This is an optimization exercise on Yosys and OpenROAD, whose aim is small area, not a production implementation.
Where RTL was checked, it was by simulation tests only, not by an equivalence proof against the original.
Power and IR drop assume default switching activity.

==> indigo <==
// pipeCpu
module pipeCpu (
    input  logic        clk,
    input  logic        rstN,
    output logic [31:0] pc,
    input  logic [31:0] inst,
    output logic [31:0] dataAddress,
    output logic [31:0] writeMemData,
    output logic        memRead,
    output logic        memWrite,
    input  logic [31:0] readMemData
);
==> module pipeCpu, before the edit <==
module pipeCpu (
    input  logic        clk,
    input  logic        rstN,
    output logic [31:0] pc,
    input  logic [31:0] inst,
    output logic [31:0] dataAddress,
    output logic [31:0] writeMemData,
    output logic        memRead,
    output logic        memWrite,
    input  logic [31:0] readMemData
);
    logic [2:0]  ph;         
    logic        p2;         
    logic [31:2] pcR;
    logic [27:0] aR;         
    logic [27:0] bR;         
    logic        aluC;
    logic        pcC;
    logic        flag;       
    logic [5:0] op;
    logic [5:0] fn;
    logic [4:0] rs;
    logic [4:0] rt;
    logic [4:0] rd;
    assign op = inst[31:26];
    assign fn = inst[5:0];
    assign rs = inst[25:21];
    assign rt = inst[20:16];
    assign rd = inst[15:11];
    logic isR, rAdd, rSub, rAnd, rOr, rSlt;
    logic iAddiu, iOri, iLui, iLw, iSw, iBeq, iBne, iJ, isBr;
    assign isR    = (op == 6'h00);
    assign rAdd   = isR && (fn == 6'h21);
    assign rSub   = isR && (fn == 6'h23);
    assign rAnd   = isR && (fn == 6'h24);
    assign rOr    = isR && (fn == 6'h25);
    assign rSlt   = isR && (fn == 6'h2a);
    assign iAddiu = (op == 6'h09);
    assign iOri   = (op == 6'h0d);
    assign iLui   = (op == 6'h0f);
    assign iLw    = (op == 6'h23);
    assign iSw    = (op == 6'h2b);
    assign iBeq   = (op == 6'h04);
    assign iBne   = (op == 6'h05);
    assign iJ     = (op == 6'h02);
    assign isBr   = iBeq || iBne;
    logic twoPass;
    logic ph0;
    logic ph7;
    logic last;
    assign twoPass = rSlt || iLw || iSw || isBr;
    assign ph0     = (ph == 3'd0);
    assign ph7     = (ph == 3'd7);
    assign last    = ph7 && (p2 || !twoPass);
    logic [31:0] rf [1:31];
    logic [31:0][3:0] bot;
    assign bot[0] = 4'd0;
    genvar g;
    generate
        for (g = 1; g < 32; g++) begin : gBot
            assign bot[g] = rf[g][3:0];
        end
    endgenerate
    logic [3:0] rd1;
    logic [3:0] rd2;
    assign rd1 = bot[rs];
    assign rd2 = bot[rt];
    logic       we;
    logic [4:0] wreg;
    logic [3:0] wdata;
    generate
        for (g = 1; g < 32; g++) begin : gReg
            always_ff @(posedge clk) begin
                rf[g] <= {(we && wreg == g) ? wdata : rf[g][3:0], rf[g][31:4]};
            end
        end
    endgenerate
    logic [3:0] iDig;
    logic [3:0] aOp;
    logic [3:0] bSrc;
    logic [3:0] bOp;
    logic       sub;
    logic       cin;
    logic [4:0] sum;
    logic [3:0] alu;
    logic       lt;
    logic [2:0] dIdx;
    logic [3:0] instDig;
    logic [1:0] ePrev;
    assign dIdx    = {ph[2] && !iLui, ph[1:0]};
    assign instDig = inst[{dIdx, 2'b00} +: 4];
    always_comb begin
        if (iLui)                iDig = ph[2] ? instDig : 4'd0;
        else if (iJ || !ph[2])   iDig = instDig;
        else if (iOri)           iDig = 4'd0;
        else                     iDig = {4{inst[15]}};
    end
    assign aOp  = iLui ? 4'd0 : rd1;
    assign bSrc = isR ? rd2 : iDig;
    assign sub  = rSub || rSlt;
    assign bOp  = sub ? ~bSrc : bSrc;
    assign cin  = ph0 ? sub : aluC;
    assign sum  = {1'b0, aOp} + {1'b0, bOp} + {4'd0, cin};
    assign lt   = (aOp[3] ^ bSrc[3]) ? aOp[3] : sum[3];
    always_comb begin
        if (rAnd)                    alu = aOp & bOp;
        else if (rOr || iOri || iLui) alu = aOp | bOp;
        else                         alu = sum[3:0];
    end
    assign memRead  = iLw && !p2 && ph7;
    assign memWrite = iSw && !p2 && ph7;
    assign wreg = isR ? rd : rt;
    always_comb begin
        if (!p2) begin
            we    = rAdd || rSub || rAnd || rOr || rSlt || iAddiu || iOri || iLui || (iLw && ph7);
            if (iLw)       wdata = readMemData[31:28];
            else if (rSlt) wdata = 4'd0;
            else           wdata = alu;
        end else begin
            we    = (iLw && !ph7) || (rSlt && ph0);
            wdata = rSlt ? {3'd0, flag} : aR[3:0];
        end
    end
    logic [3:0]  xDig;
    logic [3:0]  pcDig;
    logic [31:0] pcFull;
    logic        taken;
    logic [3:0]  xOp;
    logic [4:0]  pcSum;
    logic [3:0]  bIn;
    logic [31:0] bNext;
    assign xDig   = {iDig[1:0], ph0 ? 2'b00 : ePrev};
    assign pcFull = {pcR, 2'b11};
    assign pcDig  = pcFull[{ph, 2'b00} +: 4];
    assign taken  = iBeq ? flag : !flag;
    assign xOp    = (isBr && p2 && taken) ? xDig : 4'd0;
    assign pcSum  = {1'b0, pcDig} + {1'b0, xOp} + {4'd0, ph0 | pcC};
    always_comb begin
        if (iSw && !p2)       bIn = rd2;
        else if (iJ && !ph7)  bIn = xDig;
        else                  bIn = pcSum[3:0];
    end
    assign bNext = {bIn, bR};
    always_ff @(posedge clk or negedge rstN) begin
        if (!rstN) begin
            ph  <= 3'd0;
            p2  <= 1'b0;
        end else begin
            ph <= ph + 3'd1;
            if (ph7) p2 <= twoPass && !p2;
        end
    end
    always_ff @(posedge clk) begin
        if (!rstN)     pcR <= '0;
        else if (last) pcR <= bNext[31:2];
    end
    always_ff @(posedge clk) begin
        aluC <= sum[4];
        pcC  <= pcSum[4];
        bR   <= bNext[31:4];
        ePrev <= iDig[3:2];
        aR   <= memRead ? readMemData[27:0] : {alu, aR[27:4]};
        if (!p2) begin
            if (isBr)     flag <= (ph0 || flag) && (rd1 == rd2);
            else if (ph7) flag <= lt;
        end
    end
    assign pc           = {pcR, 2'b00};
    assign dataAddress  = {alu, aR};
    assign writeMemData = {rd2, bR};
endmodule
==> flow/config.mk <==
export PLATFORM = sky130hd
export DESIGN_NAME = pipeCpu
export DESIGN_NICKNAME = pipeCpu
export VERILOG_FILES = /design/flow/design.v
export SDC_FILE = /design/flow/constraint.sdc
export NUM_CORES = 4
export LEC_CHECK = 0
export CAP_MARGIN = 20
export CORE_MARGIN = 2
export CORE_UTILIZATION = 40
export CTS_BUF_LIST = sky130_fd_sc_hd__clkbuf_16
export CTS_CLUSTER_DIAMETER = 100
export CTS_CLUSTER_SIZE = 30
export PLACE_DENSITY = 0.6
export SLEW_MARGIN = 20
==> flow/constraint.sdc <==
create_clock -name core_clock -period 10.0 [get_ports {clk}]
set_input_delay 2.0000 -clock core_clock [delete_from_list [all_inputs] [get_ports {clk}]]
set_output_delay 2.0000 -clock core_clock [all_outputs]
set_load 0.01 [all_outputs]
standard.sh (not shown) runs the stock make flow with config.mk's settings and CLKGATE_MAP_FILE= SYNTH_SCRIPT=/design/flow/synth_recipe.tcl, a recipe that flattens the netlist after the stock synthesis.
==> flow/flow/run.sh <==
#!/bin/bash
# Own flow: the standard ORFS layout (standard.sh) with two changes.
#  1. Synthesis is the standard flow's own script (synth_recipe.tcl, unchanged), except that
#     ABC maps the logic with the area-oriented script flow/area.abc instead of
#     ORFS's delay-oriented one. The flip-flops are mapped by dfflibmap before
#     ABC runs, so the registers, their names and cells are the standard ones.
#  2. The port buffers that buffer_ports inserts are the smallest buffer cell.
# Each tool's output goes to ORFS's own per-step logs under orfs/logs; make's
# output goes to flow_make.log in this folder.
set -euo pipefail
W=$PWD
{
  printf 'proc abc {args} {\n'
  printf '  set i [lsearch $args -script]\n'
  printf '  if {$i >= 0} { set args [lreplace $args [expr {$i+1}] [expr {$i+1}] %s] }\n' "$W/flow/area.abc"
  printf '  yosys abc {*}$args\n'
  printf '}\n'
  cat synth_recipe.tcl
} > flow_synth.tcl
grep -q 'SYNTH_SCRIPT=' standard.sh
sed "s#SYNTH_SCRIPT=[^ ]*#SYNTH_SCRIPT=$W/flow_synth.tcl#" standard.sh > flow_standard.sh
export BUFFER_PORTS_ARGS="-buffer_cell sky130_fd_sc_hd__buf_1"
bash flow_standard.sh > flow_make.log 2>&1
==> flow/flow/area.abc <==
&get -n
&st
&dch
&nf -R 1000
&st
&dch
&nf -R 1000
&put
topo
stime -c
dnsize -c
==> inputs of delta, as changes to indigo <==
--- a/flow/design.v
+++ b/flow/design.v
@@ -13,8 +13,8 @@
     logic [2:0]  ph;         
     logic        p2;         
     logic [31:2] pcR;
-    logic [27:0] aR;         
-    logic [27:0] bR;         
+    logic [31:0] aR;         
+    logic [31:0] bR;         
     logic        aluC;
     logic        pcC;
     logic        flag;       
@@ -108,18 +108,17 @@
         else if (rOr || iOri || iLui) alu = aOp | bOp;
         else                         alu = sum[3:0];
     end
-    assign memRead  = iLw && !p2 && ph7;
-    assign memWrite = iSw && !p2 && ph7;
+    assign memRead  = iLw && p2 && ph0;
+    assign memWrite = iSw && p2 && ph0;
     assign wreg = isR ? rd : rt;
     always_comb begin
         if (!p2) begin
-            we    = rAdd || rSub || rAnd || rOr || rSlt || iAddiu || iOri || iLui || (iLw && ph7);
-            if (iLw)       wdata = readMemData[31:28];
-            else if (rSlt) wdata = 4'd0;
-            else           wdata = alu;
+            we    = rAdd || rSub || rAnd || rOr || rSlt || iAddiu || iOri || iLui;
+            wdata = rSlt ? 4'd0 : alu;
         end else begin
-            we    = (iLw && !ph7) || (rSlt && ph0);
-            wdata = rSlt ? {3'd0, flag} : aR[3:0];
+            we    = iLw || (rSlt && ph0);
+            if (ph0) wdata = rSlt ? {3'd0, flag} : readMemData[3:0];
+            else     wdata = aR[3:0];
         end
     end
     logic [3:0]  xDig;
@@ -141,7 +140,7 @@
         else if (iJ && !ph7)  bIn = xDig;
         else                  bIn = pcSum[3:0];
     end
-    assign bNext = {bIn, bR};
+    assign bNext = {bIn, bR[31:4]};
     always_ff @(posedge clk or negedge rstN) begin
         if (!rstN) begin
             ph  <= 3'd0;
@@ -158,15 +157,15 @@
     always_ff @(posedge clk) begin
         aluC <= sum[4];
         pcC  <= pcSum[4];
-        bR   <= bNext[31:4];
+        bR   <= bNext;
         ePrev <= iDig[3:2];
-        aR   <= memRead ? readMemData[27:0] : {alu, aR[27:4]};
+        aR   <= {alu, memRead ? readMemData[31:4] : aR[31:4]};
         if (!p2) begin
             if (isBr)     flag <= (ph0 || flag) && (rd1 == rd2);
             else if (ph7) flag <= lt;
         end
     end
     assign pc           = {pcR, 2'b00};
-    assign dataAddress  = {alu, aR};
-    assign writeMemData = {rd2, bR};
+    assign dataAddress  = aR;
+    assign writeMemData = bR;
 endmodule
==> flow/flow/run.sh (replaced) <==
#!/bin/bash
# Standard ORFS layout, with the port buffers made of the smallest buffer cell.
set -euo pipefail
export BUFFER_PORTS_ARGS="-buffer_cell sky130_fd_sc_hd__buf_1"
bash standard.sh > standard_make.log 2>&1
removed: flow/flow/area.abc
==> inputs of juniper, as changes to indigo <==
--- a/flow/design.v
+++ b/flow/design.v
@@ -13,8 +13,8 @@
     logic [2:0]  ph;         
     logic        p2;         
     logic [31:2] pcR;
-    logic [27:0] aR;         
-    logic [27:0] bR;         
+    logic [31:0] aR;         
+    logic [31:0] bR;         
     logic        aluC;
     logic        pcC;
     logic        flag;       
@@ -76,6 +76,7 @@
             end
         end
     endgenerate
+    logic [3:0] immDig;
     logic [3:0] iDig;
     logic [3:0] aOp;
     logic [3:0] bSrc;
@@ -85,16 +86,16 @@
     logic [4:0] sum;
     logic [3:0] alu;
     logic       lt;
-    logic [2:0] dIdx;
-    logic [3:0] instDig;
-    logic [1:0] ePrev;
-    assign dIdx    = {ph[2] && !iLui, ph[1:0]};
-    assign instDig = inst[{dIdx, 2'b00} +: 4];
     always_comb begin
-        if (iLui)                iDig = ph[2] ? instDig : 4'd0;
-        else if (iJ || !ph[2])   iDig = instDig;
-        else if (iOri)           iDig = 4'd0;
-        else                     iDig = {4{inst[15]}};
+        case (ph[1:0])
+            2'd0: immDig = inst[3:0];
+            2'd1: immDig = inst[7:4];
+            2'd2: immDig = inst[11:8];
+            default: immDig = inst[15:12];
+        endcase
+        if (iLui)      iDig = ph[2] ? immDig : 4'd0;
+        else if (iOri) iDig = ph[2] ? 4'd0 : immDig;
+        else           iDig = ph[2] ? {4{inst[15]}} : immDig;
     end
     assign aOp  = iLui ? 4'd0 : rd1;
     assign bSrc = isR ? rd2 : iDig;
@@ -108,20 +109,20 @@
         else if (rOr || iOri || iLui) alu = aOp | bOp;
         else                         alu = sum[3:0];
     end
-    assign memRead  = iLw && !p2 && ph7;
-    assign memWrite = iSw && !p2 && ph7;
+    assign memRead  = iLw && p2 && ph0;
+    assign memWrite = iSw && p2 && ph0;
     assign wreg = isR ? rd : rt;
     always_comb begin
         if (!p2) begin
-            we    = rAdd || rSub || rAnd || rOr || rSlt || iAddiu || iOri || iLui || (iLw && ph7);
-            if (iLw)       wdata = readMemData[31:28];
-            else if (rSlt) wdata = 4'd0;
-            else           wdata = alu;
+            we    = rAdd || rSub || rAnd || rOr || rSlt || iAddiu || iOri || iLui;
+            wdata = rSlt ? 4'd0 : alu;
         end else begin
-            we    = (iLw && !ph7) || (rSlt && ph0);
-            wdata = rSlt ? {3'd0, flag} : aR[3:0];
+            we    = iLw || (rSlt && ph0);
+            if (ph0) wdata = rSlt ? {3'd0, flag} : readMemData[3:0];
+            else     wdata = aR[3:0];
         end
     end
+    logic [31:0] xv;
     logic [3:0]  xDig;
     logic [3:0]  pcDig;
     logic [31:0] pcFull;
@@ -130,7 +131,8 @@
     logic [4:0]  pcSum;
     logic [3:0]  bIn;
     logic [31:0] bNext;
-    assign xDig   = {iDig[1:0], ph0 ? 2'b00 : ePrev};
+    assign xv     = {{4{inst[15]}}, iJ ? inst[25:16] : {10{inst[15]}}, inst[15:0], 2'b00};
+    assign xDig   = xv[{ph, 2'b00} +: 4];
     assign pcFull = {pcR, 2'b11};
     assign pcDig  = pcFull[{ph, 2'b00} +: 4];
     assign taken  = iBeq ? flag : !flag;
@@ -141,7 +143,7 @@
         else if (iJ && !ph7)  bIn = xDig;
         else                  bIn = pcSum[3:0];
     end
-    assign bNext = {bIn, bR};
+    assign bNext = {bIn, bR[31:4]};
     always_ff @(posedge clk or negedge rstN) begin
         if (!rstN) begin
             ph  <= 3'd0;
@@ -158,15 +160,14 @@
     always_ff @(posedge clk) begin
         aluC <= sum[4];
         pcC  <= pcSum[4];
-        bR   <= bNext[31:4];
-        ePrev <= iDig[3:2];
-        aR   <= memRead ? readMemData[27:0] : {alu, aR[27:4]};
+        bR   <= bNext;
+        aR   <= {alu, memRead ? readMemData[31:4] : aR[31:4]};
         if (!p2) begin
             if (isBr)     flag <= (ph0 || flag) && (rd1 == rd2);
             else if (ph7) flag <= lt;
         end
     end
     assign pc           = {pcR, 2'b00};
-    assign dataAddress  = {alu, aR};
-    assign writeMemData = {rd2, bR};
+    assign dataAddress  = aR;
+    assign writeMemData = bR;
 endmodule
==> flow/run.sh (new file) <==
#!/bin/bash
# synth_recipe.tcl (not shown) runs the flow's synth.tcl, then flattens the netlist and writes it again
# the make line also repeats each setting of config.mk as NAME=value (left out here)
make -C /OpenROAD-flow-scripts/flow DESIGN_CONFIG=/design/flow/config.mk WORK_HOME=/design/flow/orfs CLKGATE_MAP_FILE= SYNTH_SCRIPT=/design/flow/synth_recipe.tcl finish
==> flow/config.mk (replaced) <==
export PLATFORM = sky130hd
export DESIGN_NAME = pipeCpu
export DESIGN_NICKNAME = pipeCpu
export VERILOG_FILES = /design/flow/design.v
export SDC_FILE = /design/flow/constraint.sdc
export NUM_CORES = 4
export LEC_CHECK = 0
export ABC_AREA = 1
export CAP_MARGIN = 20
export CORE_MARGIN = 2
export CORE_UTILIZATION = 40
export PLACE_DENSITY = 0.6
export SLEW_MARGIN = 20
removed: flow/flow/run.sh
removed: flow/flow/area.abc
removed: flow/standard.sh
==> comparison <==
- juniper ran to the end with no violations. delta went through all stages and came out clean. indigo produced a clean layout.
- The lowest setup slack belongs to indigo, the highest to juniper.
- Of delta and indigo, indigo has the higher via count (gap about 10%, measured against indigo).
- Fmax: juniper > delta > indigo.
- Of indigo and juniper, juniper has the higher synthesized area (gap 8.7%, measured against juniper).
- The lowest final area belongs to indigo, the highest to juniper.
- Core utilization, lowest first: delta, indigo, juniper.
- First-iteration DRC count: delta < indigo < juniper.
- Total power, highest first: juniper, indigo, delta.
- Routed wire length, highest first: juniper, indigo, delta.
- Flip-flop and latch count: indigo is lower than juniper (6).
- Critical path depth, lowest first: juniper, delta, indigo.
==> figures <==
quantity                                                                                    juniper                   indigo                   delta
Detail-routed net length per standard cell                                                  16.3 um                  19.3 um                 19.1 um
# clk buffers                                                                                   143                       45                      45
Non-clock inverter instance count of the final layout                                           218                       34                      24
Longest individual stage delay on the worst path                                            0.62 ns                  0.62 ns                 0.56 ns
Detail Route met3 WL                                                                        4050 um                  4240 um                 3720 um
Initial DRC count                                                                              1548                     1103                     956
Number of antenna violations at the first check in global routing                                 1                        4                       2
Overall die height                                                                           277 um                   265 um                  271 um
Fin crit share                                                                                62.8%                    88.8%                   63.9%
Critical Path Slowest Stage Cell                                   sky130_fd_sc_hd__clkdlybuf4s50_1  sky130_fd_sc_hd__nor2_1  sky130_fd_sc_hd__buf_2
Largest net degree at the start of global routing                                                69                       35                      52
Share of the final layout cell area in sequential cells                                       61.4%                    71.7%                   69.7%
Met1 routed wirelength after detailed routing                                              32400 um                 29400 um                28200 um
Register area                                                                             21900 um2                21800 um2               22000 um2
Final worst path period need                                                                6.28 ns                  8.88 ns                 6.39 ns
Worst vdd rail ir drop                                                                     0.148 mV                 0.139 mV                0.124 mV
Share of post-route cells with drive strength above 1                                         8.24%                    4.11%                   13.7%
Post-synthesis simple-gate area fraction                                                      18.2%                    8.13%                   5.32%
Reg2reg setup slack                                                                         5.06 ns                  4.73 ns                 5.42 ns
Outcome                                                                    timing/DRC/antenna clean  timing/DRC/antenna clean  timing/DRC/antenna clean
Crit path DAT                                                                               4.28 ns                  6.88 ns                 6.95 ns
Net count of the finished layout                                                               3136                     2460                    2177
Count of unique library cells instantiated by Yosys                                              45                       47                      65
Function not checked in delta: the RTL went through the layout flow alone.

-- what the ideal ports hide --
In the flow no input, the clock included, has a driving cell. The finished layouts below were timed again as built, in two steps.
Step 1: set_driving_cell puts a clkbuf_16 on clk and a buf_2 on each other input, an assumption about the parent block.
Step 2 moves the port delays by t, midway between the first and last clock arrival at a register: inputs arrive t later, outputs are due t later. That takes back most of the time a late clock gives input paths.
a / b / c = ideal / step 1 / step 2; a / b = the first two.
run | t (ns) | setup WS [ns] | worst data-port slew with drivers (ns)
indigo | 0.657 | 1.121 / 1.041 / 1.041 | 0.12
delta | 0.656 | 3.607 / 3.607 / 2.951 | 0.11
juniper | 0.718 | 3.720 / 3.666 / 3.035 | 0.11
After both steps every run listed still meets setup and hold. For juniper, which loses most, drivers alone change the setup slack by -0.054 ns; drivers and shift together by -0.685 ns.
